This is an optimization exercise on Yosys and OpenROAD, whose aim is small area, a short achievable clock period and few clock cycles, not a production implementation.
Function was checked by simulation only, so behaviour that the tests miss may differ from the original.
Power figures rest on the tool's default switching activity, not on a simulated workload.

### design/flow/run.sh
#!/bin/bash
# synth_recipe.tcl (not shown) runs the flow's synth.tcl, then flattens the netlist and writes it again
# the make line also repeats each setting of config.mk as NAME=value (left out here)
make -C /OpenROAD-flow-scripts/flow DESIGN_CONFIG=/design/flow/config.mk WORK_HOME=/design/flow/orfs CLKGATE_MAP_FILE= SYNTH_SCRIPT=/design/flow/synth_recipe.tcl finish
### design/flow/config.mk
export PLATFORM = sky130hd
export DESIGN_NAME = lfu_page_cache_directory
export DESIGN_NICKNAME = lfu_page_cache_directory
export VERILOG_FILES = /design/flow/design.v
export SDC_FILE = /design/flow/constraint.sdc
export NUM_CORES = 4
export LEC_CHECK = 0
export CAP_MARGIN = 20
export CORE_MARGIN = 2
export CORE_UTILIZATION = 40
export CTS_CLUSTER_DIAMETER = 100
export CTS_CLUSTER_SIZE = 20
export SETUP_SLACK_MARGIN = 4.7
export SLEW_MARGIN = 20
### design/flow/constraint.sdc
create_clock -name core_clock -period 8.0 [get_ports {clk}]
set_input_delay 1.6000 -clock core_clock [delete_from_list [all_inputs] [get_ports {clk}]]
set_output_delay 1.6000 -clock core_clock [all_outputs]
set_load 0.01 [all_outputs]
### design/flow/design.v
package lfu_pkg;
	localparam int SLOTS      = 16;
	localparam int COUNT_BITS = 16;
	localparam int PAGE_W     = 32;
	localparam int IDX_W      = 4;    
	localparam int NSLOT_W    = 5;    
	typedef struct packed {
		logic             load;         
		logic             track;        
		logic             hit_upd;      
		logic             alloc;        
		logic             flush_take;   
		logic             flush_end;    
		logic [IDX_W-1:0] idx;
	} lfu_cmd_t;
	typedef struct packed {
		logic match;        
		logic dirty_live;   
		logic pend;         
		logic out_free;     
	} lfu_sts_t;
endpackage
module lfu_page_cache_directory (
	input  logic        clk,
	input  logic        arst_n,
	input  logic        cfg_valid,
	output logic        cfg_ready,
	input  logic [4:0]  cfg_active_slots,
	input  logic        req_valid,
	output logic        req_ready,
	input  logic        req_func,
	input  logic [31:0] req_page_number,
	input  logic        req_is_write,
	output logic        res_valid,
	input  logic        res_ready,
	output logic [3:0]  res_slot,
	output logic        res_hit,
	output logic        res_fill_needed,
	output logic        res_writeback_valid,
	output logic [3:0]  res_writeback_slot,
	output logic [31:0] res_writeback_page,
	output logic        res_last
);
	localparam int S = 16;
	logic [S-1:0]  valid_q, dirty_q;
	logic [31:0]   page_q [S];
	logic [15:0]   cnt_q  [S];
	logic [S-1:0]  off_q;        
	logic [S-1:0]  act_q;
	logic          r_valid_q, r_func_q, r_wr_q;
	logic [31:0]   r_page_q;
	logic [S-1:0]  r_match_q;    
	logic          a_valid_q, a_func_q, a_wr_q;
	logic [31:0]   a_page_q;
	logic          b_valid_q, b_func_q, b_wr_q;
	logic [31:0]   b_page_q;
	logic          o_valid_q;
	logic [3:0]    o_slot_q, o_wbs_q;
	logic          o_hit_q, o_fill_q, o_wbv_q, o_last_q;
	logic [31:0]   o_wbp_q;
	logic [S-1:0]  cw_q;
	logic          cw_one_q;
	logic [15:0]   csel_q;       
	logic [S-1:0]  one_q;        
	logic          sc_run_q, sc_done_q, sc_cv_q, sc_ca_q;
	logic [3:0]    sc_idx_q, sc_vic_q, sc_ci_q;
	logic [15:0]   sc_min_q;
	function automatic [S-1:0] lowest(input [S-1:0] v);
		logic [S-1:0] p;
		p = v;
		p = p | (p << 1);
		p = p | (p << 2);
		p = p | (p << 4);
		p = p | (p << 8);
		lowest = v & ~(p << 1);
	endfunction
	function automatic [3:0] enc(input [S-1:0] oh);
		enc = '0;
		for (int i = 0; i < S; i++)
			if (oh[i]) enc = enc | 4'(i);
	endfunction
	function automatic [S-1:0] off_mask(input [4:0] a);
		for (int i = 0; i < S; i++)
			off_mask[i] = !((i == 0) || (a > 5'd16) || (5'(i) < a));
	endfunction
	assign act_q = ~off_q;
	logic [S-1:0]  match, hit_oh, free, free_oh, dl, dl_oh, one, vic_oh, tgt_oh, sel_oh;
	logic          hit, has_free, dl_any, dl_one, vic_ok;
	logic [15:0]   cnt_sel, cnt_inc;
	logic [31:0]   sel_page;
	always_comb begin
		for (int i = 0; i < S; i++) begin
			match[i] = r_match_q[i];
			free[i]  = !valid_q[i] && act_q[i];
			dl[i]    = valid_q[i] && dirty_q[i] && act_q[i];
			one[i]   = act_q[i] && one_q[i];
		end
	end
	assign hit_oh   = lowest(match);
	assign hit      = |match;
	assign free_oh  = lowest(free);
	assign has_free = |free;
	assign dl_oh    = lowest(dl);
	assign dl_any   = |dl;
	assign dl_one   = (dl & ~dl_oh) == '0;
	logic          sc_need, sc_take;
	logic [S-1:0]  ptr_oh, scv_oh;
	assign sc_need = r_valid_q && !r_func_q && !hit && !has_free && !(|one) && !sc_done_q;
	always_comb begin
		for (int i = 0; i < S; i++) begin
			ptr_oh[i] = sc_run_q && (sc_idx_q == 4'(i));
			scv_oh[i] = (sc_vic_q == 4'(i));
		end
	end
	assign sc_take = sc_cv_q && sc_ca_q && ((sc_ci_q == 4'd0) || csel_q < sc_min_q);
	assign vic_oh = (|one) ? lowest(one) : scv_oh;
	assign vic_ok = (|one) || sc_done_q;
	assign tgt_oh = has_free ? free_oh : vic_oh;
	logic out_free, go, do_acc, do_fl, r_done, evict, alloc, take, r_load, a_load;
	assign out_free  = !o_valid_q || res_ready;
	assign go        = r_valid_q && out_free && (r_func_q || hit || has_free || vic_ok);
	assign do_acc    = go && !r_func_q;
	assign do_fl     = go && r_func_q;
	assign alloc     = do_acc && !hit;
	assign evict     = !hit && !has_free;
	assign r_done    = do_acc || (do_fl && (!dl_any || dl_one));
	assign req_ready = !b_valid_q;
	assign take      = req_valid && !b_valid_q;
	assign r_load    = (!r_valid_q || r_done) && a_valid_q;
	assign a_load    = r_load || !a_valid_q;
	assign cfg_ready = 1'b1;
	logic          n_func, n_wr;
	logic [31:0]   n_page;
	assign n_func = a_func_q;
	assign n_wr   = a_wr_q;
	assign n_page = a_page_q;
	assign sel_oh = r_func_q ? dl_oh : evict ? vic_oh : '0;
	always_comb begin
		cnt_sel  = '0;
		sel_page = '0;
		for (int i = 0; i < S; i++) begin
			cnt_sel  = cnt_sel  | (cnt_q[i]  & {16{hit_oh[i] | ptr_oh[i]}});
			sel_page = sel_page | (page_q[i] & {32{sel_oh[i]}});
		end
	end
	assign cnt_inc = cw_one_q ? 16'd1 : (csel_q == 16'hFFFF) ? csel_q : csel_q + 16'd1;
	always_ff @(posedge clk or negedge arst_n) begin
		if (!arst_n) begin
			valid_q   <= '0;
			dirty_q   <= '0;
			off_q     <= '0;
			r_valid_q <= 1'b0;
			a_valid_q <= 1'b0;
			b_valid_q <= 1'b0;
			o_valid_q <= 1'b0;
			sc_run_q  <= 1'b0;
			sc_done_q <= 1'b0;
			sc_cv_q   <= 1'b0;
			sc_idx_q  <= '0;
			cw_q      <= '0;
			one_q     <= '0;
		end else begin
			if (cfg_valid) off_q <= off_mask(cfg_active_slots);
			if (r_load)      r_valid_q <= 1'b1;
			else if (r_done) r_valid_q <= 1'b0;
			if (a_load) a_valid_q <= b_valid_q || take;
			b_valid_q <= !a_load && (b_valid_q || take);
			if (go)             o_valid_q <= 1'b1;
			else if (res_ready) o_valid_q <= 1'b0;
			cw_q <= !do_acc ? '0 : hit ? hit_oh : tgt_oh;
			if (do_acc) one_q <= hit ? (one_q & ~hit_oh) : (one_q | tgt_oh);
			if (sc_run_q && sc_idx_q == 4'd15) sc_run_q <= 1'b0;
			else if (sc_need && !sc_cv_q)      sc_run_q <= 1'b1;
			if (go)                                sc_done_q <= 1'b0;
			else if (sc_cv_q && sc_ci_q == 4'd15)  sc_done_q <= 1'b1;
			if (sc_run_q) sc_idx_q <= sc_idx_q + 4'd1;
			sc_cv_q <= sc_run_q;
			if (do_acc) begin
				if (hit) begin
					if (r_wr_q) dirty_q <= dirty_q | hit_oh;
				end else begin
					valid_q <= valid_q | tgt_oh;
					dirty_q <= r_wr_q ? (dirty_q | tgt_oh) : (dirty_q & ~tgt_oh);
				end
			end
			if (do_fl) begin
				valid_q <= valid_q & ~dl_oh;
				dirty_q <= dirty_q & ~dl_oh;
			end
		end
	end
	always_ff @(posedge clk) begin
		cw_one_q <= !hit;
		csel_q   <= (|(cw_q & hit_oh)) ? cnt_inc : cnt_sel;
		sc_ci_q  <= sc_idx_q;
		sc_ca_q  <= act_q[sc_idx_q];
		if (sc_take) begin
			sc_min_q <= csel_q;
			sc_vic_q <= sc_ci_q;
		end
		if (take) begin
			b_func_q <= req_func;
			b_wr_q   <= req_is_write;
			b_page_q <= req_page_number;
		end
		if (a_load) begin
			a_func_q <= b_valid_q ? b_func_q : req_func;
			a_wr_q   <= b_valid_q ? b_wr_q   : req_is_write;
			a_page_q <= b_valid_q ? b_page_q : req_page_number;
		end
		if (r_load) begin
			r_func_q <= n_func;
			r_wr_q   <= n_wr;
			r_page_q <= n_page;
			for (int i = 0; i < S; i++)
				r_match_q[i] <= act_q[i] && ((alloc && tgt_oh[i]) ? (r_page_q == n_page) :
					(valid_q[i] && !(do_fl && dl_oh[i]) && (page_q[i] == n_page)));
		end
		for (int i = 0; i < S; i++) begin
			if (alloc && tgt_oh[i])
				page_q[i] <= r_page_q;
			if (cw_q[i])
				cnt_q[i] <= cnt_inc;
		end
		if (go) begin
			o_slot_q <= r_func_q ? enc(dl_oh) : hit ? enc(hit_oh) : enc(tgt_oh);
			o_hit_q  <= !r_func_q && hit;
			o_fill_q <= !r_func_q && !hit && !r_wr_q;
			o_wbv_q  <= r_func_q ? dl_any : evict;
			o_wbs_q  <= enc(sel_oh);
			o_wbp_q  <= sel_page;
			o_last_q <= !r_func_q || !dl_any || dl_one;
		end
	end
	assign res_valid           = o_valid_q;
	assign res_slot            = o_slot_q;
	assign res_hit             = o_hit_q;
	assign res_fill_needed     = o_fill_q;
	assign res_writeback_valid = o_wbv_q;
	assign res_writeback_slot  = o_wbs_q;
	assign res_writeback_page  = o_wbp_q;
	assign res_last            = o_last_q;
endmodule
==> qor.yml, run 1 <==
run_status: "complete, no violations"
rr_endpoint: "o_wbp_q[5]"
clock_latency_ns: 0.74
syn-cell-area_mm2: 0.0473
vias_per_cell: 6.37
finalNetCount: 3630
grt_max_degree: 53
clock_path_buffers: 3
io_pins: 91
min_period_over_period_pct: 42.8
regArea_mm2: 0.0312
multi_input_area_mm2: 0.0160
worstPathMaxFanout: 15
max_cap_violations: 0
slew_headroom_pct: 18.8
crit_path_start: "r_match_q[9]"
syn-num-nets: 3426
skew_ns: 0.0570
synth_edf_count: 950
synthCells: 3362
worst-setup-path-type: "reg2reg"
root_buffer: "clkbuf_16"
fin_crit_ns: 3.43
dieArea_mm2: 0.121
ys_warn_count: 3
cp.required_ns: 8.46
antenna_found_initial: 6
dpl.hpwl_mm: 113
coreArea_mm2: 0.118
grt.overflow.total: 0
cts_tree: "yes"
ir_drop_mv: 0.223
grt_setup_unrepaired: "yes"
finalWeightedCongestion: 1.01
hold_path.class: "reg2reg"
postSynth.asyncResetShare_pct: 8.47
drt-total-wl_mm: 171
drive_gt1_share_pct: 14.9
synth_cell_type_count: 92
grt.total_usage_pct: 27.5
syn_to_final_growth_pct: 15.0
die_w_um: 348
dp.cells: 4899
drtIter0Drc: 5442
die_h_um: 348
drc: 0
htree_levels: 2
crit_end: "o_wbp_q[5]"
avgRoutedWirePerCell_um: 33.3
cp-start-kind: "flop"
cts_hold_buffers: 0
synth_area_per_cell_um2: 14.1
dr.pass1.iters: 9
arrival_ns: 3.89
p_leak_nw: 18.4
num_rows: 126
synthFlopType: "edfxtp_1"
fillers: 10406
p_per_area_mw_per_mm2: 305
rr_startpoint: "r_match_q[9]"
start_util_pct: 40.2
worst_pin_slew_ns: 1.22
finalHoldViolations: 0
cts_sinks: 1062
r2r_slack_ns: 4.57
synth-seq-cells: 1062
tns_ns: 0
final-setup-viol-count: 0
final_max_slew_viol_count: 0
ant_nets: 0
cts_buffers: 60
fmaxAchievable_mhz: 292
grt_pass1_wl_mm: 238
worst-r2r-cell-count: 14
final_cells: 5142
synth-seq-area-share_pct: 66.1
portBuffers: 89
num_vias: 32750
path_clk_slew_ns: 0.09
grt_pass1_vias: 31025
cp-end-kind: "flop"
==> cells in the final DEF, fill, tap and decap left out, drive strengths merged, types with 12 or more instances in the layout <==
master and n:
o22ai 21, inv 48, xor2 487, mux2 40
or3 12, a21oi 56, nand3 50, nand4 115
o21ai 78, nor4 140, ha 20, a22oi 217
clkbuf 95, a22o 44, dfxtp 22, clkinvlp 26
and3 15, a222oi 61, a21o 15, dfrtp 90
and4 23, and3b 12, edfxtp 950, nand2 180
mux2i 13, clkdlybuf4s50 78, buf 211, nor2 102
nor3 47, a31oi 20, nand2b 18, a221oi 57
nor2b 26, xnor2 68
==> synth_stat cells, types with 18 or more instances <==
| cell type | number | area [µm²] |
|---|---|---|
| and4_1 | 23 | 201 |
| o21ai_0 | 75 | 375 |
| dfxtp_1 | 22 | 440 |
| nor3_1 | 42 | 210 |
| nand2b_1 | 18 | 113 |
| xnor2_1 | 68 | 596 |
| dfrtp_1 | 90 | 2250 |
| a21oi_1 | 54 | 270 |
| xor2_1 | 487 | 4270 |
| nor2b_1 | 26 | 163 |
| nand3_1 | 49 | 245 |
| ha_1 | 20 | 250 |
| edfxtp_1 | 950 | 28500 |
| nor4_1 | 137 | 857 |
| a221oi_1 | 57 | 499 |
| nor2_1 | 99 | 372 |
| o22ai_1 | 20 | 125 |
| clkbuf_1 | 116 | 435 |
| buf_2 | 43 | 215 |
| nand4_1 | 113 | 707 |
| a31oi_1 | 20 | 125 |
| mux2_2 | 40 | 450 |
| a22oi_1 | 217 | 1630 |
| a222oi_1 | 61 | 611 |
| nand2_1 | 175 | 657 |
| inv_1 | 56 | 210 |
| a22o_1 | 41 | 359 |
==> final cells by class <==
| cell class | instances | area share, % |
|---|---|---|
| multi-input cells | 2070 | 29.4 |
| inverters | 59 | 0.574 |
| repair inverters | 13 | 0.182 |
| clock buffers | 94 | 3.04 |
| diodes | 1 | 0.00461 |
| well taps | 1536 | 3.54 |
| flip-flops and latches | 1062 | 57.5 |
| clock inverters | 7 | 0.161 |
| repair buffers | 300 | 5.59 |
==> how the worst min path moves through the flow <==
stage           startpoint  depth (start not counted)           to  slack [ns]
2_1_floorplan  sc_idx_q[2]                          0   sc_ci_q[2]        0.35
3_5_place_dp        a_wr_q                          0       r_wr_q        0.42
3_3_place_gp    sc_ci_q[0]                          0  sc_vic_q[0]        0.43
4_1_cts             a_wr_q                          0       r_wr_q        0.46
6_report            a_wr_q                          0       r_wr_q        0.45
5_1_grt             a_wr_q                          0       r_wr_q        0.46
==> worst max-delay path, stage by stage, from the launching register on <==
cell and delay [ns]:
edfxtp_1 0.44, nor3_1 0.09, nor3b_4 0.16, buf_6 0.12, buf_4 0.14, buf_4 0.13, nand3_4 0.10, nor2_4 0.06
buf_6 0.15, and2_4 0.15, buf_4 0.16, clkbuf_16 0.19, a222oi_1 0.39, nand4_1 0.41, or3_1 0.44
==> cell families (layout without fill, tap and decap cells) <==
kind of cell,count (synthesis),count (layout),synth area share [%]
compound gates,646,648,10.4
flops,1062,1062,66.1
other cells,1,2,0.00794
xor+xnor,555,555,10.3
mux,57,57,1.42
fa+ha+maj,20,20,0.530
buf+inv,237,473,2.12
simple gates,784,789,9.21
==> stage by stage <==
step	hold WS (ns)	power, W	instance area (µm²)	worst slack [ns]	utilization [%]
finish	0.447	0.0166	54300	4.57	46.2
global route	0.458	0.0171	54300	4.57	46.2
CTS	0.456	0.0164	53600	4.41	45.6
detailed placement	0.415	0.0129	50200	2.94	42.7
global placement	0.433	0.0129	50200	2.94	42.7
floorplan	0.345	0.0104	47400	4.18	-
==> layer usage <==
metal / global-route usage (%) / up-vias / routed length [µm]
li1: - / 13537 / -
met3: 5.59 / 438 / 19000
met4: 12.9 / 4 / 10200
met1: 37.5 / 16547 / 66100
met5: 0 / - / 28
met2: 42.3 / 2224 / 75700
==> power by group <==
| group | switching, W | total [W] | leakage (nW) | internal, W |
|---|---|---|---|---|
| Sequential | 0.000633 | 0.00797 | 10.1 | 0.00734 |
| Clock | 0.00187 | 0.00330 | 0.828 | 0.00143 |
| Combinational | 0.00365 | 0.00530 | 7.50 | 0.00166 |
| Total | 0.00615 | 0.0166 | 18.4 | 0.0104 |
==> repair_timing <==
| item | in CTS | in global routing |
|---|---|---|
| setup endpoints to repair | 950 | 613 |
| pin swaps | 17 | 21 |
| hold endpoints to repair | 0 | 0 |
| resized for setup | 169 | 86 |
| cloned | 18 | 5 |
| setup buffers | 83 | 32 |
==> sequential cells by signal, indices dropped and copies added, names as in the netlist, 4 cells and up, named ones only <==
signal / count
page_q: 512
o_slot_q: 4
sc_idx_q: 4
one_q: 16
sc_ci_q: 4
csel_q: 16
cnt_q: 256
a_page_q: 32
o_wbs_q: 4
off_q: 15
o_wbp_q: 32
cw_q: 16
b_page_q: 32
sc_min_q: 16
sc_vic_q: 4
r_match_q: 16
valid_q: 16
r_page_q: 32
Testbench counts, summed over its fixed seeds: cycles 4,402.
==> run 2, diff against run 1 <==
--- a/design/flow/config.mk
+++ b/design/flow/config.mk
@@ -8,7 +8,5 @@
 export CAP_MARGIN = 20
 export CORE_MARGIN = 2
 export CORE_UTILIZATION = 40
-export CTS_CLUSTER_DIAMETER = 100
-export CTS_CLUSTER_SIZE = 20
 export SETUP_SLACK_MARGIN = 4.7
 export SLEW_MARGIN = 20
==> run 2 against run 1 <==
Net effect: clock power increased by 62%; first-iteration DRC count down 1.6%; largest cell class unchanged; register-to-register slack better by 0.12 ns.
==> qor.yml, run 2 <==
synthCells: 3362  # unchanged
clock_latency_ns: 0.72  # -0.02 ns
drive_gt1_share_pct: 16.6  # +1.7 points
crit_buf_inv: 1  # -5
portBuffers: 89  # unchanged
antenna_found_initial: 7  # +1
synthAdderAreaFrac_pct: 0.530  # unchanged
yosys.area_share.simple_pct: 9.21  # unchanged
synth_compound_area_share_pct: 10.4  # unchanged
coreArea_mm2: 0.118  # unchanged
crit_slowest_cell: "dfrtp_2"
cp.required_ns: 8.54  # +0.08 ns
fin_crit_ns: 3.31  # -0.118 ns
max_cap_violations: 0  # unchanged
cts_tree: "yes"
rr_startpoint: "off_q[6]"
largest_reg_flops: 512  # unchanged
syn-cell-area_mm2: 0.0473  # unchanged
min_period_over_period_pct: 41.4  # -1.5 points
drt-total-wl_mm: 171  # about the same
crit_path_start: "off_q[6]"
clock_path_buffers: 3  # unchanged
critPathTopFamily: "simple AND/OR/NAND/NOR gates"
max_stage_delay_ns: 0.51  # +0.07 ns
yosys.area.top_type: "edfxtp_1"
grt.overflow.total: 0  # unchanged
grt.total_usage_pct: 27.5  # about the same
final_cell_mix: "edfxtp_1, xor2_1, a22oi_1, buf_4, nand2_1"
finalWeightedCongestion: 1.01  # unchanged
htree_levels: 3  # +1
cp-start-kind: "flop"
cts_buffers: 111  # +85%
reg_top3: "page_q x512, cnt_q x256"
slew_headroom_pct: 22.8  # +4.0 points
arrival_ns: 3.85  # -0.04 ns
start_util_pct: 40.2  # unchanged
tns_ns: 0  # unchanged
grt_max_degree: 53  # unchanged
worst_pin_slew_ns: 1.16  # -0.0593 ns
placed_area_mm2: 0.0502  # unchanged
p_leak_nw: 19.3  # +4.9%
cp-end-kind: "flop"
place_ws_ns: 2.94  # unchanged
ant_nets: 0  # unchanged
syn-num-nets: 3426  # unchanged
path_clk_slew_ns: 0.07  # -0.02 ns
drtIter0Drc: 5356  # -1.6%
fin_util_pct: 47.7  # +1.5 points
dieArea_mm2: 0.121  # unchanged
largest_register: "page_q"
hold_path.class: "reg2reg"
grt_pass1_wl_mm: 238  # +0.26%
cts_sinks: 1062  # unchanged
postSynth.asyncResetShare_pct: 8.47  # unchanged
synth_most_common_cell: "edfxtp_1"
finalHoldViolations: 0  # unchanged
fillers: 10230  # -1.7%
num_rows: 126  # unchanged
syn_to_final_growth_pct: 18.7
io_pins: 91  # unchanged
netlist_top_cells_count: "edfxtp_1, xor2_1, a22oi_1"
dp.cells: 4899  # unchanged
final_common_cell: "edfxtp_1"
run_status: "complete, no violations"
ys_warn_count: 3  # unchanged
worstPathMaxFanout: 34  # +19
cts_hold_buffers: 0  # unchanged
synthFlopType: "edfxtp_1"
die_h_um: 348  # unchanged
die_w_um: 348  # unchanged
synth-seq-area-share_pct: 66.1  # unchanged
fin_area_mm2: 0.0561  # +3.3%
synth_area_leaders: "edfxtp_1, xor2_1, dfrtp_1, a22oi_1, nor4_1"
synth.top_cell.area_share_pct: 60.4  # unchanged
synth_cell_type_count: 92  # unchanged
dr.pass1.iters: 10  # +1
drc: 0  # unchanged
avgRoutedWirePerCell_um: 32.6  # -2.0%
worst-setup-path-type: "reg2reg"
hp-start: "a_wr_q"
synth_edf_count: 950  # unchanged
p_per_area_mw_per_mm2: 329  # +7.9%
synth_top_family_by_area: "compound AO/OA/AOI/OAI gates"
grt_pass1_vias: 31432  # +1.3%
root_buffer: "clkbuf_16"
synth.area.mux_share_pct: 1.42  # unchanged
finalNetCount: 3677  # +1.3%
grt_setup_unrepaired: "yes"
final_max_slew_viol_count: 0  # unchanged
dpl.hpwl_mm: 113  # unchanged
ir_drop_mv: 0.199  # -11%
skew_ns: 0.0594  # +0.00235 ns
fmaxAchievable_mhz: 302  # +3.6%
num_vias: 33031  # +0.86%
synth-seq-cells: 1062  # unchanged
final_cells: 5245  # +2.0%
vias_per_cell: 6.30  # -1.1%
synth-xor-area-share_pct: 10.3  # unchanged
synth_area_per_cell_um2: 14.1  # unchanged
cp_cell_sequence: "and3b_2 > nor4_4 > nand4_4 > or3b_4 > o2bb2ai_4 > buf_12 > a22oi_1 > and4_1 > nand4_1"
final-setup-viol-count: 0  # unchanged
fin_ws_ns: 4.69  # +0.118 ns
## run 2: cell counts after synthesis
No cell type changed its count.
## run 2: what timing repair did
action | CTS | global route
pin swaps | 16 | 23
buffers inserted | 75 | 42
resized for setup | 130 | 95
endpoints found under the setup margin | 918 | 578
gates cloned | 14 | 4
## run 2: cells by family (layout without fill, tap and decap cells)
logic type / count (synthesis) / count (layout)
adders and majority gates: 20 / 20
DFF: 1062 / 1062
muxes: 57 / 57
other: 1 / 3
and+or+nand+nor: 784 / 786
AOI/OAI and AO/OA: 646 / 649
buffers and inverters: 237 / 577
xor gates and xnor gates: 555 / 555
## run 2: layer usage
metal	share of wire [%]	GRT usage, %	vias up
li1	-	-	13716
met1	39	37.4	16553
met2	44	41.9	2263
met3	11	5.93	489
met4	6.2	13.6	10
met5	0.039	0	-
## run 2: stage by stage
step | hold WS [ns] | power, W
2_1_floorplan | 0.345 | 0.0104
3_3_place_gp | 0.433 | 0.0129
3_5_place_dp | 0.415 | 0.0129
4_1_cts | 0.457 | 0.0183
5_1_grt | 0.446 | 0.0190
6_report | 0.441 | 0.0185
## run 2: worst paths after layout
check,to,slack (ns),cells after the start
worst max register to register,o_wbp_q[28],4.69,9
worst min-delay path,r_wr_q,0.44,0
worst min register to register,r_wr_q,0.44,0
min in group asynchronous,asynchronous set/reset pin,0.86,1
worst max-delay path,o_wbp_q[28],4.69,9
max in group asynchronous,sc_idx_q[0],5.93,2
## run 2: where the power goes
part / total, W / internal (W) / leakage [nW] / switching, W
Clock: 0.00534 / 0.00310 / 1.81 / 0.00224
Combinational: 0.00514 / 0.00156 / 7.41 / 0.00358
Sequential: 0.00797 / 0.00735 / 10.1 / 0.000622
## run 2: cell type report
type                    instances  area [µm²]  share of cell area (%)
diodes                          2        5.00                 0.00892
repair inverters               12        90.1                   0.161
clock inverters                55         701                    1.25
multi-input cells            2068       15900                    28.3
inverters                      59         299                   0.533
repair buffers                299        2880                    5.13
clock buffers                 152        3060                    5.46
flip-flops and latches       1062       31200                    55.7
well taps                    1536        1920                    3.43
==> run 3, diff against run 2 <==
--- a/design/flow/config.mk
+++ b/design/flow/config.mk
@@ -8,5 +8,7 @@
 export CAP_MARGIN = 20
 export CORE_MARGIN = 2
 export CORE_UTILIZATION = 40
-export SETUP_SLACK_MARGIN = 4.7
+export CTS_CLUSTER_DIAMETER = 100
+export CTS_CLUSTER_SIZE = 20
+export SETUP_SLACK_MARGIN = 4.9
 export SLEW_MARGIN = 20
==> run 3 against run 2 <==
Net effect: still clean on timing, DRC and antenna; wire length grew 3.1%; maximum frequency increased by 0.88%; power is 9.6% lower; synthesized cell count is the same; clock power shrank 37%; global-route usage is 0.75 points higher; first-iteration DRC count decreased by 1.6%; clock skew up 0.0088 ns; die area stayed put; worst hold slack got worse by 0.0099 ns.
==> qor.yml, run 3 <==
synth_cell_type_count: 92  # unchanged
coreArea_mm2: 0.118  # unchanged
clkPwrFrac_pct: 20.0  # -9.0 points
clock_path_buffers: 3  # unchanged
synth-seq-area-share_pct: 66.1  # unchanged
worstPathMaxFanout: 8  # -76%
die_w_um: 348  # unchanged
hold_depth: 0  # unchanged
slew_headroom_pct: 22.3  # -0.41 points
skew_ns: 0.0682  # +0.00885 ns
finalNetCount: 3702  # +0.68%
rr_endpoint: "o_wbp_q[23]"
max_cap_violations: 0  # unchanged
yosys.area_share.simple_pct: 9.21  # unchanged
ant_nets: 0  # unchanged
synthCells: 3362  # unchanged
clock_latency_ns: 0.74  # +0.02 ns
final_cells: 5227  # -0.34%
synth_most_common_cell: "edfxtp_1"
crit_buf_inv: 4  # +3
synth_edf_count: 950  # unchanged
final_cell_mix: "edfxtp_1, xor2_1, buf_4, a22oi_1, nand2_1"
cts_tree: "yes"
synth.area.mux_share_pct: 1.42  # unchanged
switchingPower_w: 0.00627  # -2.6%
grt_pass1_wl_mm: 244  # +2.3%
fmaxAchievable_mhz: 305  # +0.88%
critPathTopFamily: "simple AND/OR/NAND/NOR gates"
ir_drop_mv: 0.192  # -3.4%
grt.overflow.total: 0  # unchanged
crit_slowest_cell: "or4_1"
dieArea_mm2: 0.121  # unchanged
fin_crit_ns: 3.28  # -0.0289 ns
io_pins: 91  # unchanged
switching_share_pct: 37.6  # +2.7 points
antenna_found_initial: 7  # unchanged
drc: 0  # unchanged
p_seq_share_pct: 47.7  # +4.5 points
portBuffers: 89  # unchanged
worst-r2r-cell-count: 11  # +2
syn-cell-area_mm2: 0.0473  # unchanged
synth_top_family_by_area: "compound AO/OA/AOI/OAI gates"
dp.cells: 4899  # unchanged
finalWeightedCongestion: 0.999  # -0.69%
cp-end-kind: "flop"
tns_ns: 0  # unchanged
fillers: 10430  # +2.0%
drive_gt1_share_pct: 18.7  # +2.1 points
finalHoldViolations: 0  # unchanged
hp-start: "a_func_q"
path_clk_slew_ns: 0.08  # about the same
avgRoutedWirePerCell_um: 33.7  # +3.4%
grt_pass1_vias: 31679  # +0.79%
synthFlopType: "edfxtp_1"
cp.required_ns: 8.44  # -0.10 ns
postSynth.asyncResetShare_pct: 8.47  # unchanged
rr_startpoint: "off_q[9]"
worst-setup-path-type: "reg2reg"
cp-start-kind: "flop"
grt.total_usage_pct: 28.3  # +0.75 points
p_int_w: 0.0104  # -13%
synth-xor-area-share_pct: 10.3  # unchanged
cts_hold_buffers: 0  # unchanged
start_util_pct: 40.2  # unchanged
vias_per_cell: 6.36  # +0.99%
final_common_cell: "edfxtp_1"
hold_path.class: "reg2reg"
dpl.hpwl_mm: 115  # +1.9%
final-setup-viol-count: 0  # unchanged
min_to: "r_func_q"
p_total_w: 0.0167  # -9.6%
root_buffer: "clkbuf_16"
yosys.area.top_type: "edfxtp_1"
arrival_ns: 3.72  # -0.13 ns
netlist_top_cells_count: "edfxtp_1, xor2_1, a22oi_1"
largest_register: "page_q"
synth.top_cell.area_share_pct: 60.4  # unchanged
syn_to_final_growth_pct: 17.8
num_vias: 33244  # +0.64%
fin_ws_ns: 4.72  # +0.0289 ns
r2r_slack_ns: 4.72  # +0.03 ns
die_h_um: 348  # unchanged
cp_cell_sequence: "nor2b_2 > nand4b_1 > buf_4 > buf_4 > nand2b_2 > o32ai_4 > buf_6 > clkbuf_16 > a22oi_2 > nand4_1 > or4_1"
grt_max_degree: 74  # +40%
cts_sinks: 1062  # unchanged
largest_reg_flops: 512  # unchanged
cpMostUsedCell: "buf_4"
ys_warn_count: 3  # unchanged
synth-seq-cells: 1062  # unchanged
synth_compound_area_share_pct: 10.4  # unchanged
final_max_slew_viol_count: 0  # unchanged
worst_pin_slew_ns: 1.16  # +0.00612 ns
max_stage_delay_ns: 0.52  # about the same
synthAdderAreaFrac_pct: 0.530  # unchanged
cts_buffers: 60  # -46%
power_frac_comb_pct: 32.4  # +4.6 points
place_ws_ns: 3.43  # +0.492 ns
htree_levels: 2  # -1
drt-total-wl_mm: 176  # +3.1%
run_status: "complete, no violations"
min_period_over_period_pct: 41.0  # -0.36 points
num_rows: 126  # unchanged
grt_setup_unrepaired: "yes"
syn-num-nets: 3426  # unchanged
dr.pass1.iters: 9  # -1
drtIter0Drc: 5271  # -1.6%
p_leak_nw: 19.1  # -0.85%
p_per_area_mw_per_mm2: 300  # -8.9%
synth_area_leaders: "edfxtp_1, xor2_1, dfrtp_1, a22oi_1, nor4_1"
reg_top3: "page_q x512, cnt_q x256"
synth_area_per_cell_um2: 14.1  # unchanged
run 3: layer usage:
metal / share of wire, % / vias up / wire (µm) / global-route usage [%]
met5: 0.032 / - / 57 / 0
li1: - / 13705 / - / -
met2: 46 / 2255 / 80300 / 45.0
met4: 5.9 / 8 / 10500 / 13.3
met3: 10 / 450 / 18300 / 5.41
met1: 38 / 16826 / 67100 / 37.4
run 3: kinds of logic (layout without fill, tap and decap cells):
group                    count (synthesis)  count (layout)
flip-flops                            1062            1062
AND/OR/NAND/NOR                        784             791
AO/OA/AOI/OAI                          646             650
XOR/XNOR                               555             555
buffers and inverters                  237             554
multiplexers                            57              57
adder cells (fa/ha/maj)                 20              20
other                                    1               2
run 3: cell type report:
type / count / area (µm²) / area share [%]
multi-input combinational: 2074 / 16400 / 29.6
antenna: 1 / 2.50 / 0.00450
sequential: 1062 / 31200 / 56.1
clock inverter: 7 / 87.6 / 0.157
tap: 1536 / 1920 / 3.45
timing repair inverter: 14 / 108 / 0.193
inverter: 59 / 308 / 0.553
clock buffer: 107 / 1700 / 3.05
timing repair buffer: 367 / 3830 / 6.88
run 3: worst max path at each step:
stage	slack (ns)	start	depth (start not counted)	end
2_1_floorplan	4.18	res_ready	6	r_func_q
3_3_place_gp	3.44	res_ready	6	page_q[15][29]
3_5_place_dp	3.43	res_ready	6	page_q[15][18]
4_1_cts	4.68	off_q[2]	11	o_wbp_q[23]
5_1_grt	4.76	off_q[9]	11	o_wbp_q[23]
6_report	4.72	off_q[9]	11	o_wbp_q[23]
run 3: timing repair:
item | in CTS | in global routing
pin swaps | 56 | 54
cloned | 33 | 8
endpoints found under the setup margin | 989 | 795
setup buffers | 135 | 36
gates resized for setup | 371 | 85
run 3: worst register-to-register path, cell delays in order, from the launching register on:
cell	delay, ns
dfrtp_2	0.51
nor2b_2	0.28
nand4b_1	0.17
buf_4	0.17
buf_4	0.14
nand2b_2	0.21
o32ai_4	0.13
buf_6	0.18
clkbuf_16	0.17
a22oi_2	0.19
nand4_1	0.36
or4_1	0.52
run 3: power by group through the flow:
stage               Clock, W  Combinational, W  Sequential, W
floorplan                  0           0.00250        0.00794
global placement           0           0.00485        0.00808
detailed placement         0           0.00485        0.00808
CTS                  0.00338           0.00526        0.00794
global route         0.00358           0.00562        0.00800
finish               0.00334           0.00540        0.00795
run 3: per-stage QoR:
stage	hold slack [ns]	area [µm²]	utilization (%)
floorplan	0.345	47400	-
global placement	0.409	50200	42.7
detailed placement	0.416	50200	42.7
CTS	0.437	54900	46.6
global route	0.447	55700	47.3
finish	0.431	55700	47.3
==> run 4, diff against run 3 <==
--- a/design/flow/config.mk
+++ b/design/flow/config.mk
@@ -10,5 +10,6 @@
 export CORE_UTILIZATION = 40
 export CTS_CLUSTER_DIAMETER = 100
 export CTS_CLUSTER_SIZE = 20
+export PLACE_DENSITY = 0.7
 export SETUP_SLACK_MARGIN = 4.9
 export SLEW_MARGIN = 20
==> run 4 against run 3 <==
Net effect: still clean; maximum frequency decreased by 8.5%; first-iteration DRC count rose by 27%; utilization increased by 2.2 points; critical path depth increased by 2; cell area is 4.7% higher; critical endpoint is now o_wbp_q[10].
==> qor.yml, run 4 <==
drc: 0  # unchanged
ir_drop_mv: 0.238  # +24%
max_cap_violations: 0  # unchanged
min_period_over_period_pct: 44.8  # +3.8 points
io_pins: 91  # unchanged
synth-seq-area-share_pct: 66.1  # unchanged
final_cells: 5362  # +2.6%
finalNetCount: 3846  # +3.9%
r2r_slack_ns: 4.41  # -0.31 ns
cts_buffers: 60  # unchanged
cp-start-kind: "flop"
run_status: "complete, no violations"
ant_nets: 0  # unchanged
cp.required_ns: 8.49  # +0.05 ns
fin_area_mm2: 0.0583  # +4.7%
antenna_found_initial: 10  # +3
synth.top_cell.area_share_pct: 60.4  # unchanged
fillers: 9694  # -7.1%
path_clk_slew_ns: 0.10  # +0.02 ns
syn-cell-area_mm2: 0.0473  # unchanged
htree_levels: 2  # unchanged
syn_to_final_growth_pct: 23.3
fmaxAchievable_mhz: 279  # -8.5%
cp-end-kind: "flop"
hold_ws_ns: 0.463  # +0.0316 ns
worstPathMaxFanout: 8  # unchanged
synth.area.mux_share_pct: 1.42  # unchanged
tns_ns: 0  # unchanged
start_util_pct: 40.2  # unchanged
synth_compound_area_share_pct: 10.4  # unchanged
grt_pass1_vias: 32974  # +4.1%
die_w_um: 348  # unchanged
yosys.area.top_type: "edfxtp_1"
arrival_ns: 4.08  # +0.36 ns
grt.overflow.total: 0  # unchanged
avgRoutedWirePerCell_um: 33.5  # -0.69%
synthCells: 3362  # unchanged
coreArea_mm2: 0.118  # unchanged
worst_pin_slew_ns: 1.14  # -0.0273 ns
final_max_slew_viol_count: 0  # unchanged
num_vias: 35362  # +6.4%
synth_top_family_by_area: "compound AO/OA/AOI/OAI gates"
fin_crit_ns: 3.59  # +0.306 ns
netlist_top_cells_count: "edfxtp_1, xor2_1, a22oi_1"
reg_top3: "page_q x512, cnt_q x256"
fin_util_pct: 49.5  # +2.2 points
grt.total_usage_pct: 28.2  # -0.036 points
hold_path.class: "reg2reg"
grt_setup_unrepaired: "yes"
cts_sinks: 1062  # unchanged
regArea_mm2: 0.0312  # about the same
synth_edf_count: 950  # unchanged
slew_headroom_pct: 23.5  # +1.1 points
vias_per_cell: 6.59  # +3.7%
synth-xor-area-share_pct: 10.3  # unchanged
clock_path_buffers: 3  # unchanged
synthAdderAreaFrac_pct: 0.530  # unchanged
synth_area_per_cell_um2: 14.1  # unchanged
worst-r2r-cell-count: 13  # +2
drtIter0Drc: 6679  # +27%
dp.cells: 4870  # -0.59%
syn-num-nets: 3426  # unchanged
worst-setup-path-type: "reg2reg"
dieArea_mm2: 0.121  # unchanged
finalWeightedCongestion: 1.03  # +2.7%
largest_register: "page_q"
grt_pass1_wl_mm: 245  # +0.52%
largest_reg_flops: 512  # unchanged
die_h_um: 348  # unchanged
p_per_area_mw_per_mm2: 289  # -3.5%
synthFlopType: "edfxtp_1"
ys_warn_count: 3  # unchanged
synth-seq-cells: 1062  # unchanged
p_leak_nw: 20.3  # +6.1%
synth_most_common_cell: "edfxtp_1"
drive_gt1_share_pct: 22.9  # +4.2 points
root_buffer: "clkbuf_16"
multi_input_area_mm2: 0.0168  # +2.3%
final-setup-viol-count: 0  # unchanged
portBuffers: 89  # unchanged
final_common_cell: "edfxtp_1"
synth_cell_type_count: 92  # unchanged
finalHoldViolations: 0  # unchanged
cts_tree: "yes"
postSynth.asyncResetShare_pct: 8.47  # unchanged
hold_depth: 0  # unchanged
skew_ns: 0.0944  # +0.0262 ns
clock_latency_ns: 0.75  # about the same
grt_max_degree: 60  # -19%
final_cell_mix: "edfxtp_1, xor2_1, buf_4, a22oi_1, nand2_1"
drt-total-wl_mm: 180  # +1.9%
dpl.hpwl_mm: 107  # -7.4%
num_rows: 126  # unchanged
dr.pass1.iters: 9  # unchanged
yosys.area_share.simple_pct: 9.21  # unchanged
synth_area_leaders: "edfxtp_1, xor2_1, dfrtp_1, a22oi_1, nor4_1"
placed_area_mm2: 0.0500  # -0.43%
==> run 4: cell counts after synthesis <==
No cell type changed its count.
==> run 4: per-layer routing <==
layer  routed length, µm  share of wire, %  vias up  global-route usage, %
met1               60300                34    17233                   34.9
li1                    -                 -    14016                      -
met3               25900                14      855                   9.14
met4               16300               9.1       14                   19.1
met2               76900                43     3244                   42.2
met5                 149             0.083        -                  0.320
==> run 4: cell families (layout without fill, tap and decap cells) <==
| kind of cell | after synthesis | in the layout |
|---|---|---|
| adder cells (fa/ha/maj) | 20 | 20 |
| AND/OR/NAND/NOR | 784 | 792 |
| other | 1 | 7 |
| XOR/XNOR | 555 | 555 |
| AO/OA/AOI/OAI | 646 | 651 |
| buffers and inverters | 237 | 682 |
| flip-flops | 1062 | 1062 |
| multiplexers | 57 | 57 |
==> run 4: what timing repair did <==
item | 4_1_cts | 5_1_grt
gates cloned | 56 | 12
hold buffers | 0 | 0
pin swaps | 91 | 104
setup endpoints to repair | 966 | 834
hold endpoints to repair | 0 | 0
gates resized for setup | 433 | 184
buffers inserted | 214 | 102
==> run 4: worst max-delay path, stage by stage, from the launching register on <==
cell	delay, ns
dfrtp_2	0.48
nor2b_2	0.20
nor3_4	0.09
nand4b_1	0.16
buf_6	0.16
buf_12	0.12
nand2b_4	0.16
buf_6	0.12
o32ai_4	0.11
buf_12	0.18
buf_4	0.14
a22oi_2	0.27
nand4_1	0.59
or3_4	0.57
==> run 4: final timing paths <==
path,end,startpoint
worst max-delay path,o_wbp_q[10],off_q[5]
max in group asynchronous,valid_q[3],arst_n
min in group asynchronous,valid_q[12],arst_n
worst min-delay path,sc_vic_q[3],sc_ci_q[3]
worst max register to register,o_wbp_q[10],off_q[5]
worst min register to register,sc_vic_q[3],sc_ci_q[3]
==> run 4: power breakdown <==
part           internal [W]  switching, W
clock               0.00146       0.00186
sequential          0.00735      0.000940
combinational       0.00175       0.00348
total                0.0106       0.00629
==> run 4: area by class of cell <==
cell class	count	share of cell area, %
diodes	6	0.0258
clock buffers	92	2.82
clock inverters	8	0.208
inverters	59	0.528
multi-input cells	2076	28.9
flip-flops and latches	1062	53.6
well taps	1536	3.30
repair buffers	508	10.4
repair inverters	15	0.198
==> run 4: stage by stage <==
| stage | setup slack, ns | total power, W |
|---|---|---|
| finish | 4.41 | 0.0169 |
| global route | 4.37 | 0.0172 |
| CTS | 4.67 | 0.0163 |
| detailed placement | 2.92 | 0.0126 |
| global placement | 2.95 | 0.0126 |
| floorplan | 4.18 | 0.0104 |
==> run 5, diff against run 4 <==
--- a/design/flow/config.mk
+++ b/design/flow/config.mk
@@ -7,9 +7,8 @@
 export LEC_CHECK = 0
 export CAP_MARGIN = 20
 export CORE_MARGIN = 2
-export CORE_UTILIZATION = 40
+export CORE_UTILIZATION = 45
 export CTS_CLUSTER_DIAMETER = 100
 export CTS_CLUSTER_SIZE = 20
-export PLACE_DENSITY = 0.7
 export SETUP_SLACK_MARGIN = 4.9
 export SLEW_MARGIN = 20
==> run 5 against run 4 <==
Net effect: now fails the layout checks on capacitance limit, slew limit; maximum frequency is 5.2% higher; die area decreased by 11%; area after synthesis did not move; worst hold slack worse by 0.024 ns; critical path type unchanged; largest cell class unchanged.
==> qor.yml, run 5 <==
die_w_um: 328  # -5.7%
worst-setup-path-type: "reg2reg"
avgRoutedWirePerCell_um: 37.7  # +13%
drtIter0Drc: 6292  # -5.8%
cp.depth: 11  # -2
p_total_w: 0.0170  # +0.89%
synthCells: 3362  # unchanged
cp_cell_sequence: "and3b_2 > nor4_4 > buf_4 > and3_1 > nand4_1 > o32ai_4 > buf_12 > buf_16 > a22oi_2 > nand4_1 > or4_1"
largest_reg_flops: 512  # unchanged
num_vias: 34812  # -1.6%
drt-total-wl_mm: 196  # +9.2%
critPathTopFamily: "simple AND/OR/NAND/NOR gates"
grt_setup_unrepaired: "yes"
cpMostUsedCell: "nand4_1"
synth_area_leaders: "edfxtp_1, xor2_1, dfrtp_1, a22oi_1, nor4_1"
dieArea_mm2: 0.108  # -11%
finalWeightedCongestion: 1.03  # +0.47%
coreArea_mm2: 0.104  # -12%
crit_path_start: "off_q[5]"
arrival_ns: 3.87  # -0.21 ns
p_per_area_mw_per_mm2: 292  # +1.1%
grt_pass1_vias: 33091  # +0.35%
finalHoldViolations: 0  # unchanged
netlist_top_cells_count: "edfxtp_1, xor2_1, a22oi_1"
crit_slowest_cell: "or4_1"
rr_startpoint: "off_q[5]"
dpl.hpwl_mm: 122  # +14%
regArea_mm2: 0.0312  # about the same
final-setup-viol-count: 0  # unchanged
synth-seq-area-share_pct: 66.1  # unchanged
worst-r2r-cell-count: 11  # -2
grt_max_degree: 67  # +12%
drive_gt1_share_pct: 22.7  # -0.21 points
synth_cell_type_count: 92  # unchanged
synthFlopType: "edfxtp_1"
finalNetCount: 3837  # -0.23%
max_cap_violations: 1  # +1
cp-start-kind: "flop"
num_rows: 118  # -6.3%
io_pins: 91  # unchanged
path_clk_slew_ns: 0.09  # about the same
portBuffers: 89  # unchanged
grt_pass1_wl_mm: 265  # +8.2%
crit_end: "o_wbp_q[23]"
syn-cell-area_mm2: 0.0473  # unchanged
ys_warn_count: 3  # unchanged
max_stage_delay_ns: 0.60  # about the same
cp.required_ns: 8.46  # -0.03 ns
postSynth.asyncResetShare_pct: 8.47  # unchanged
p_leak_nw: 20.2  # -0.62%
hold_path.class: "reg2reg"
grt.total_usage_pct: 35.3  # +7.1 points
cts_sinks: 1062  # unchanged
final_common_cell: "edfxtp_1"
root_buffer: "clkbuf_16"
slew_headroom_pct: -2.39  # -26 points
worstPathMaxFanout: 17  # +9
dr.pass1.iters: 7  # -2
check-failures: "capacitance limit, slew limit"
tns_ns: 0  # unchanged
skew_ns: 0.0403  # -0.0542 ns
clock_path_buffers: 3  # unchanged
crit_buf_inv: 3  # -2
worst_pin_slew_ns: 1.53  # +0.393 ns
clock_latency_ns: 0.74  # about the same
htree_levels: 2  # unchanged
reg_top3: "page_q x512, cnt_q x256"
multi_input_area_mm2: 0.0168  # -0.31%
rr_endpoint: "o_wbp_q[23]"
synth_most_common_cell: "edfxtp_1"
start_util_pct: 45.5  # +5.3 points
final_cell_mix: "edfxtp_1, xor2_1, buf_4, a22oi_1, nand2_1"
largest_register: "page_q"
cts_buffers: 59  # -1.7%
synth_area_per_cell_um2: 14.1  # unchanged
synth_edf_count: 950  # unchanged
drc: 0  # unchanged
min_period_over_period_pct: 42.6  # -2.2 points
ant_nets: 0  # unchanged
final_max_slew_viol_count: 5  # +5
fmaxAchievable_mhz: 293  # +5.2%
ir_drop_mv: 0.234  # -1.8%
vias_per_cell: 6.70  # +1.6%
r2r_slack_ns: 4.59  # +0.18 ns
fin_crit_ns: 3.41  # -0.179 ns
cp-end-kind: "flop"
hold_depth: 0  # unchanged
grt.overflow.total: 0  # unchanged
fillers: 8314  # -14%
synth.top_cell.area_share_pct: 60.4  # unchanged
synth-seq-cells: 1062  # unchanged
syn-num-nets: 3426  # unchanged
syn_to_final_growth_pct: 23.1
die_h_um: 328  # -5.7%
run_status: "failed layout checks"
antenna_found_initial: 12  # +2
yosys.area.top_type: "edfxtp_1"
cts_tree: "yes"
-- run 5: cell counts after synthesis --
No cell type changed its count.
-- run 5: logic make-up (layout without fill, tap and decap cells) --
logic type	Yosys count	count (layout)	share of synthesized area (%)
other	1	3	0.00794
flip-flops	1062	1062	66.1
AND/OR/NAND/NOR	784	792	9.21
multiplexers	57	57	1.42
adder cells (fa/ha/maj)	20	20	0.530
buffers and inverters	237	675	2.12
AO/OA/AOI/OAI	646	650	10.4
XOR/XNOR	555	555	10.3
-- run 5: layer usage --
layer  GRT usage [%]  part of all wire, %  wire length, µm
met1            46.1                   36            71300
met2            53.9                   44            85600
met5           0.311                 0.18              355
met4            18.9                  7.5            14700
met3            9.41                   12            24100
-- run 5: through the flow --
step           instances  instance area, µm²  hold slack, ns  setup slack, ns  utilization, %
3_3_place_gp        4744               50000           0.420             3.28            48.2
3_5_place_dp        4745               50000           0.417             3.19            48.2
4_1_cts             5103               56400           0.441             4.65            54.3
6_report            5194               58200           0.439             4.59            56.0
2_1_floorplan       3362               47400           0.345             4.18               -
5_1_grt             5192               58200           0.445             4.54            56.0
-- run 5: area by class of cell --
type | instances | area share (%)
Tap cell | 1380 | 2.97
Multi-Input combinational cell | 2075 | 28.8
Antenna cell | 2 | 0.00860
Timing Repair inverter | 14 | 0.194
Timing Repair Buffer | 502 | 10.8
Inverter | 59 | 0.548
Clock inverter | 3 | 0.0710
Clock buffer | 97 | 2.86
Sequential cell | 1062 | 53.7
-- run 5: power breakdown --
group | total, W | switching, W | internal (W)
sequential | 0.00793 | 0.000590 | 0.00734
combinational | 0.00578 | 0.00402 | 0.00176
clock | 0.00329 | 0.00187 | 0.00143
-- run 5: what timing repair did --
action / CTS / global route
hold buffers: 0 / 0
pin swaps: 59 / 73
gates cloned: 52 / 17
resized for setup: 525 / 168
endpoints found under the hold margin: 0 / 0
endpoints found under the setup margin: 954 / 746
setup buffers: 206 / 71
-- run 5: how the worst min path moves through the flow --
stage                startpoint         end  slack [ns]
finish                 a_func_q    r_func_q        0.44
global placement         a_wr_q      r_wr_q        0.42
CTS                      a_wr_q      r_wr_q        0.44
global route             a_wr_q      r_wr_q        0.45
floorplan           sc_idx_q[2]  sc_ci_q[2]        0.35
detailed placement       a_wr_q      r_wr_q        0.42
==> run 6, diff against run 5 <==
--- a/design/flow/config.mk
+++ b/design/flow/config.mk
@@ -7,8 +7,8 @@
 export LEC_CHECK = 0
 export CAP_MARGIN = 20
 export CORE_MARGIN = 2
-export CORE_UTILIZATION = 45
+export CORE_UTILIZATION = 40
 export CTS_CLUSTER_DIAMETER = 100
 export CTS_CLUSTER_SIZE = 20
-export SETUP_SLACK_MARGIN = 4.9
+export SETUP_SLACK_MARGIN = 4.8
 export SLEW_MARGIN = 20
==> run 6 against run 5 <==
Net effect: the run now finishes clean; via count fell by 3.7%; utilization decreased by 8.8 points; sequential share of layout area up 2.5 points; wire length is 9.4% lower; cell count is 0.52% higher; first-iteration DRC count decreased by 5.7%; worst setup slack worse by 0.030 ns; die area is 12% higher; area after synthesis unchanged; maximum frequency shrank 0.86%; critical path type unchanged; critical endpoint is now o_wbp_q[2]; largest power group unchanged.
==> qor.yml, run 6 <==
synthFlopType: "edfxtp_1"
switching_share_pct: 37.3  # -0.82 points
use_met3_pct: 5.71  # -3.7 points
synthCells: 3362  # unchanged
fmaxAchievable_mhz: 291  # -0.86%
max_cap_violations: 0  # -1
root_buffer: "clkbuf_16"
start_util_pct: 40.2  # -5.3 points
worst-setup-path-type: "reg2reg"
cts_sinks: 1062  # unchanged
synth_top_family_by_area: "compound AO/OA/AOI/OAI gates"
synth-seq-cells: 1062  # unchanged
finalHoldViolations: 0  # unchanged
final_common_cell: "edfxtp_1"
synthAdderAreaFrac_pct: 0.530  # unchanged
clkPwrFrac_pct: 20.3  # +0.9 points
syn-cell-area_mm2: 0.0473  # unchanged
vias_per_cell: 6.42  # -4.2%
synth_most_common_cell: "edfxtp_1"
hold_path.class: "reg2reg"
synth_edf_count: 950  # unchanged
reg_top3: "page_q x512, cnt_q x256"
slew_headroom_pct: 13.5  # +16 points
grt.overflow.total: 0  # unchanged
grt-busiest-layer: "met2"
diodes: 0  # -2
num_rows: 126  # +6.8%
ant_nets: 0  # unchanged
min_period_over_period_pct: 43.0  # +0.37 points
clock_latency_ns: 0.74  # about the same
fin_crit_ns: 3.44  # +0.0296 ns
portBuffers: 89  # unchanged
finalNetCount: 3697  # -3.6%
ys_warn_count: 3  # unchanged
cp.required_ns: 8.45  # about the same
antenna_found_initial: 7  # -5
final-setup-viol-count: 0  # unchanged
largest_reg_flops: 512  # unchanged
postSynth.asyncResetShare_pct: 8.47  # unchanged
grt_pass1_wl_mm: 239  # -10%
worst_pin_slew_ns: 1.29  # -0.244 ns
final_max_slew_viol_count: 0  # -5
synth-seq-area-share_pct: 66.1  # unchanged
drive_gt1_share_pct: 17.4  # -5.4 points
grt.total_usage_pct: 27.7  # -7.7 points
dieArea_mm2: 0.121  # +12%
dr.pass1.iters: 9  # +2
p_seq_share_pct: 47.6  # +1.0 points
drc: 0  # unchanged
cts_buffers: 60  # +1.7%
run_status: "complete, no violations"
yosys.area.top_type: "edfxtp_1"
grt_pass1_vias: 31088  # -6.1%
synth_area_leaders: "edfxtp_1, xor2_1, dfrtp_1, a22oi_1, nor4_1"
die_h_um: 348  # +6.0%
synth_area_per_cell_um2: 14.1  # unchanged
path_clk_slew_ns: 0.09  # about the same
synth.top_cell.area_share_pct: 60.4  # unchanged
grt_max_degree: 51  # -24%
synth-xor-area-share_pct: 10.3  # unchanged
cts_tree: "yes"
arrival_ns: 3.89  # +0.02 ns
avgRoutedWirePerCell_um: 34.0  # -9.9%
synth_cell_type_count: 92  # unchanged
grtUsageMet1_pct: 37.0  # -9.1 points
drtIter0Drc: 5931  # -5.7%
fin_util_pct: 47.2  # -8.8 points
skew_ns: 0.0749  # +0.0346 ns
hold_ws_ns: 0.441  # +0.00193 ns
p_per_area_mw_per_mm2: 299  # +2.3%
ir_drop_mv: 0.210  # -10%
synth_compound_area_share_pct: 10.4  # unchanged
worstPathMaxFanout: 6  # -11
die_w_um: 348  # +6.0%
switchingPower_w: 0.00619  # -4.5%
htree_levels: 2  # unchanged
clock_path_buffers: 3  # unchanged
tns_ns: 0  # unchanged
gr-usage-met2_pct: 43.3  # -11 points
final_cell_mix: "edfxtp_1, xor2_1, a22oi_1, buf_4, nand2_1"
grt_setup_unrepaired: "yes"
netlist_top_cells_count: "edfxtp_1, xor2_1, a22oi_1"
drt-total-wl_mm: 178  # -9.4%
finalWeightedCongestion: 0.997  # -3.3%
dpl.hpwl_mm: 115  # -5.7%
num_vias: 33534  # -3.7%
largest_register: "page_q"
power_frac_comb_pct: 32.1  # -1.9 points
yosys.area_share.simple_pct: 9.21  # unchanged
io_pins: 91  # unchanged
syn-num-nets: 3426  # unchanged
synth.area.mux_share_pct: 1.42  # unchanged
syn_to_final_growth_pct: 17.5
p_int_w: 0.0104  # -1.1%
cp-end-kind: "flop"
fillers: 10299  # +24%
coreArea_mm2: 0.118  # +13%
p_leak_nw: 19.1  # -5.3%
cp-start-kind: "flop"
[run 6: timing repair]
action / in CTS / in global routing
resized for setup: 235 / 133
endpoints found under the setup margin: 999 / 647
cloned: 20 / 20
setup buffers: 93 / 68
hold buffers: 0 / 0
pin swaps: 33 / 41
[run 6: area by class of cell]
class / instances / area [µm²] / area share, %
Sequential cell: 1062 / 31200 / 56.3
Multi-Input combinational cell: 2071 / 16100 / 29.0
Timing Repair Buffer: 367 / 4050 / 7.28
Tap cell: 1536 / 1920 / 3.46
Clock buffer: 108 / 1710 / 3.07
Inverter: 59 / 299 / 0.538
Clock inverter: 6 / 106 / 0.191
Timing Repair inverter: 12 / 90.1 / 0.162
[run 6: cells by family after synthesis]
kind of cell    Yosys count
compound gates          646
xor+xnor                555
fa+ha+maj                20
buf+inv                 237
flops                  1062
mux                      57
other cells               1
simple gates            784
[run 6: worst paths after layout]
kind	slack, ns	depth (start not counted)	from	endpoint
worst max-delay path	4.56	11	off_q[3]	o_wbp_q[2]
min in group asynchronous	0.88	1	arst_n	one_q[9]
max in group asynchronous	5.94	2	arst_n	valid_q[6]
worst min register to register	0.44	0	a_wr_q	r_wr_q
worst max register to register	4.56	11	off_q[3]	o_wbp_q[2]
worst min-delay path	0.44	0	a_wr_q	r_wr_q
[run 6: routing by layer]
layer	vias up	share of wire [%]
li1	13689	-
met1	16816	38
met5	-	0.036
met2	2519	44
met3	500	12
met4	10	5.9
[run 6: worst max-delay path, cell delays in order, from the launching register on]
cell,delay [ns]
dfrtp_2,0.49
and3b_2,0.35
nor4_4,0.05
buf_4,0.16
and3_4,0.20
nand4_1,0.25
o32ai_4,0.16
buf_12,0.17
buf_12,0.14
a22oi_2,0.32
nand4_1,0.43
or3_1,0.47
[run 6: per-stage QoR]
stage | instances | instance area (µm²) | setup WS (ns) | power, W
finish | 5221 | 55500 | 4.56 | 0.0166
global route | 5221 | 55500 | 4.66 | 0.0171
CTS | 5133 | 54000 | 4.65 | 0.0163
detailed placement | 4906 | 50300 | 2.99 | 0.0129
global placement | 4903 | 50200 | 2.91 | 0.0129
floorplan | 3362 | 47400 | 4.18 | 0.0104
[run 6: power groups by stage]
stage / combinational (W) / clock, W / sequential [W]
5_1_grt: 0.00552 / 0.00359 / 0.00795
3_3_place_gp: 0.00485 / 0 / 0.00802
6_report: 0.00532 / 0.00337 / 0.00790
4_1_cts: 0.00502 / 0.00340 / 0.00790
3_5_place_dp: 0.00486 / 0 / 0.00803
2_1_floorplan: 0.00250 / 0 / 0.00794
==> run 7, diff against run 6 <==
--- a/design/flow/config.mk
+++ b/design/flow/config.mk
@@ -5,10 +5,10 @@
 export SDC_FILE = /design/flow/constraint.sdc
 export NUM_CORES = 4
 export LEC_CHECK = 0
-export CAP_MARGIN = 20
+export CAP_MARGIN = 30
 export CORE_MARGIN = 2
 export CORE_UTILIZATION = 40
 export CTS_CLUSTER_DIAMETER = 100
 export CTS_CLUSTER_SIZE = 20
-export SETUP_SLACK_MARGIN = 4.8
-export SLEW_MARGIN = 20
+export SETUP_SLACK_MARGIN = 5.0
+export SLEW_MARGIN = 30
==> run 7 against run 6 <==
Net effect: flip-flop and latch count unchanged; cell count up 1.9%; maximum frequency up 4.7%; register-to-register slack better by 0.15 ns; combinational power up 9.4%; largest cell class unchanged.
==> qor.yml, run 7 <==
max_cap_violations: 0  # unchanged
final-setup-viol-count: 0  # unchanged
cp-end-kind: "flop"
finalWeightedCongestion: 0.931  # -6.6%
cp-start-kind: "flop"
postSynth.asyncResetShare_pct: 8.47  # unchanged
cts_sinks: 1062  # unchanged
grt_pass1_wl_mm: 246  # +3.2%
cts_buffers: 61  # +1.7%
worstPathMaxFanout: 5  # -1
worst_pin_slew_ns: 1.38  # +0.0893 ns
reg_top3: "page_q x512, cnt_q x256"
diodes: 0  # unchanged
finalNetCount: 3809  # +3.0%
ant_nets: 0  # unchanged
ir_drop_mv: 0.215  # +2.2%
fmaxAchievable_mhz: 304  # +4.7%
synth-seq-cells: 1062  # unchanged
clock_path_buffers: 3  # unchanged
grt_setup_unrepaired: "yes"
grt.overflow.total: 0  # unchanged
dpl.hpwl_mm: 119  # +4.1%
cts_tree: "yes"
final_common_cell: "edfxtp_1"
num_rows: 126  # unchanged
antenna_found_initial: 5  # -2
fin_crit_ns: 3.28  # -0.154 ns
cts_hold_buffers: 0  # unchanged
avgRoutedWirePerCell_um: 34.2  # +0.70%
finalHoldViolations: 0  # unchanged
crit_path_start: "off_q[5]"
coreArea_mm2: 0.118  # unchanged
synthFlopType: "edfxtp_1"
cpMostUsedCell: "buf_6"
hold_path.class: "reg2reg"
largest_reg_flops: 512  # unchanged
vias_per_cell: 6.41  # -0.27%
p_per_area_mw_per_mm2: 297  # -0.74%
synth_area_leaders: "edfxtp_1, xor2_1, dfrtp_1, a22oi_1, nor4_1"
dieArea_mm2: 0.121  # unchanged
num_vias: 34084  # +1.6%
run_status: "complete, no violations"
syn_to_final_growth_pct: 22.3
arrival_ns: 3.74  # -0.15 ns
drive_gt1_share_pct: 23.8  # +6.4 points
slew_headroom_pct: 7.98  # -5.5 points
synth.top_cell.area_share_pct: 60.4  # unchanged
grt_max_degree: 72  # +41%
drtIter0Drc: 5670  # -4.4%
syn-num-nets: 3426  # unchanged
clock_latency_ns: 0.73  # about the same
synth_area_per_cell_um2: 14.1  # unchanged
skew_ns: 0.0396  # -0.0353 ns
crit_end: "o_wbp_q[21]"
worst-setup-path-type: "reg2reg"
htree_levels: 2  # unchanged
io_pins: 91  # unchanged
synth_cell_type_count: 92  # unchanged
min_period_over_period_pct: 41.1  # -1.9 points
start_util_pct: 40.2  # unchanged
synth_edf_count: 950  # unchanged
netlist_top_cells_count: "edfxtp_1, xor2_1, a22oi_1"
yosys.area.top_type: "edfxtp_1"
largest_register: "page_q"
final_cell_mix: "edfxtp_1, xor2_1, buf_4, a22oi_1, nand2_1"
die_w_um: 348  # unchanged
r2r_slack_ns: 4.72  # +0.15 ns
grt_pass1_vias: 31584  # +1.6%
synth-seq-area-share_pct: 66.1  # unchanged
dr.pass1.iters: 8  # -1
rr_endpoint: "o_wbp_q[21]"
p_leak_nw: 19.9  # +4.2%
root_buffer: "clkbuf_16"
die_h_um: 348  # unchanged
synthCells: 3362  # unchanged
drc: 0  # unchanged
ys_warn_count: 3  # unchanged
tns_ns: 0  # unchanged
crit_slowest_cell: "dfrtp_2"
synth_most_common_cell: "edfxtp_1"
grt.total_usage_pct: 28.6  # +0.99 points
drt-total-wl_mm: 182  # +2.6%
portBuffers: 89  # unchanged
cp_cell_sequence: "buf_6 > o22ai_4 > nor4_4 > nand4_1 > nor2_4 > buf_6 > buf_6 > o2bb2ai_4 > buf_12 > buf_8 > buf_12 > a222oi_1 > nand4_1 > or3_1"
worst-r2r-cell-count: 14  # +3
final_max_slew_viol_count: 0  # unchanged
p_total_w: 0.0171  # +3.3%
path_clk_slew_ns: 0.09  # about the same
max_stage_delay_ns: 0.50  # about the same
cp.required_ns: 8.45  # about the same
syn-cell-area_mm2: 0.0473  # unchanged
rr_startpoint: "off_q[5]"
-- run 7: timing repair --
item                       CTS  global route
resized for setup          499           220
gates cloned                31            18
pin swaps                   50            81
buffers inserted           160            95
hold endpoints to repair     0             0
setup endpoints to repair  980           732
-- run 7: worst min-delay path by stage --
stage,start,endpoint,slack (ns),cells past startpoint
floorplan,sc_idx_q[2],sc_ci_q[2],0.35,0
global placement,a_wr_q,r_wr_q,0.41,0
detailed placement,a_wr_q,r_wr_q,0.41,0
CTS,a_wr_q,r_wr_q,0.43,0
global route,a_wr_q,r_wr_q,0.44,0
finish,a_wr_q,r_wr_q,0.43,0
-- run 7: kinds of logic after synthesis --
kind of cell,after synthesis,share of synthesized area (%)
adders and majority gates,20,0.530
other,1,0.00794
xor gates and xnor gates,555,10.3
buffers and inverters,237,2.12
and+or+nand+nor,784,9.21
DFF,1062,66.1
muxes,57,1.42
AOI/OAI and AO/OA,646,10.4
-- run 7: layer usage --
layer  global-route usage, %  wire (µm)  share of wire [%]
met3                    5.38      20000                 11
met5                       0         21              0.012
met2                    45.1      82200                 45
met4                    13.9      11000                6.0
met1                    38.2      69000                 38
-- run 7: power by group --
part | internal, W | switching, W | total [W]
sequential | 0.00734 | 0.000594 | 0.00793
combinational | 0.00185 | 0.00397 | 0.00582
clock | 0.00150 | 0.00190 | 0.00339
total | 0.0107 | 0.00646 | 0.0171
-- run 7: stage by stage --
| stage | setup slack [ns] | hold WS, ns | cells | instance area [µm²] | util (%) |
|---|---|---|---|---|---|
| after floorplan | 4.18 | 0.345 | 3362 | 47400 | - |
| after global placement | 3.05 | 0.406 | 4906 | 50300 | 42.8 |
| after detailed placement | 2.98 | 0.406 | 4913 | 50500 | 42.9 |
| after CTS | 4.77 | 0.428 | 5207 | 55600 | 47.2 |
| after global routing | 4.70 | 0.439 | 5321 | 57800 | 49.1 |
| final | 4.72 | 0.427 | 5321 | 57800 | 49.1 |
-- run 7: area by class of cell --
class                           count  area (µm²)
Fill cell                       10117       59800
Clock buffer                       94        1680
Clock inverter                      9         136
Timing Repair inverter             12        95.1
Multi-Input combinational cell   2072       16900
Tap cell                         1536        1920
Sequential cell                  1062       31300
Inverter                           59         329
Timing Repair Buffer              477        5470
-- run 7: worst max-delay path: cells and delay by family, from the launching register on --
family	cells	cell delay, ns
buffers and inverters	6	0.79
flip-flops	1	0.50
AND/OR/NAND/NOR	5	1.13
AO/OA/AOI/OAI	3	0.58

separate check: timing with driven ports:
No port has a modelled driver above. Below, the same layouts with a new extraction and two added sets of constraints. Step 1 assumes that a clkbuf_16 drives the clock port and a buf_2 every other input. Step 2 also shifts input and output timing later by t, the mid clock arrival at the registers, as if the neighbouring blocks saw the same clock. a / b / c = ideal / step 1 / step 2; a / b = the first two.
run	shift t [ns]	setup slack, ns	worst hold slack (ns)
run 1	0.784	4.573 / 4.573 / 3.954	0.446 / 0.446 / 0.446
run 2	0.770	4.690 / 4.667 / 3.982	0.441 / 0.441 / 0.441
run 3	0.775	4.719 / 4.719 / 4.193	0.431 / 0.431 / 0.431
run 4	0.771	4.413 / 4.413 / 4.124	0.463 / 0.463 / 0.463
run 5	0.784	4.592 / 4.592 / 3.961	0.439 / 0.439 / 0.439
run 6	0.771	4.562 / 4.562 / 4.137	0.441 / 0.441 / 0.441
run 7	0.776	4.715 / 4.715 / 4.215	0.427 / 0.427 / 0.427
For run 2, which loses most, drivers alone change the setup slack by -0.023 ns; drivers and shift together by -0.708 ns.
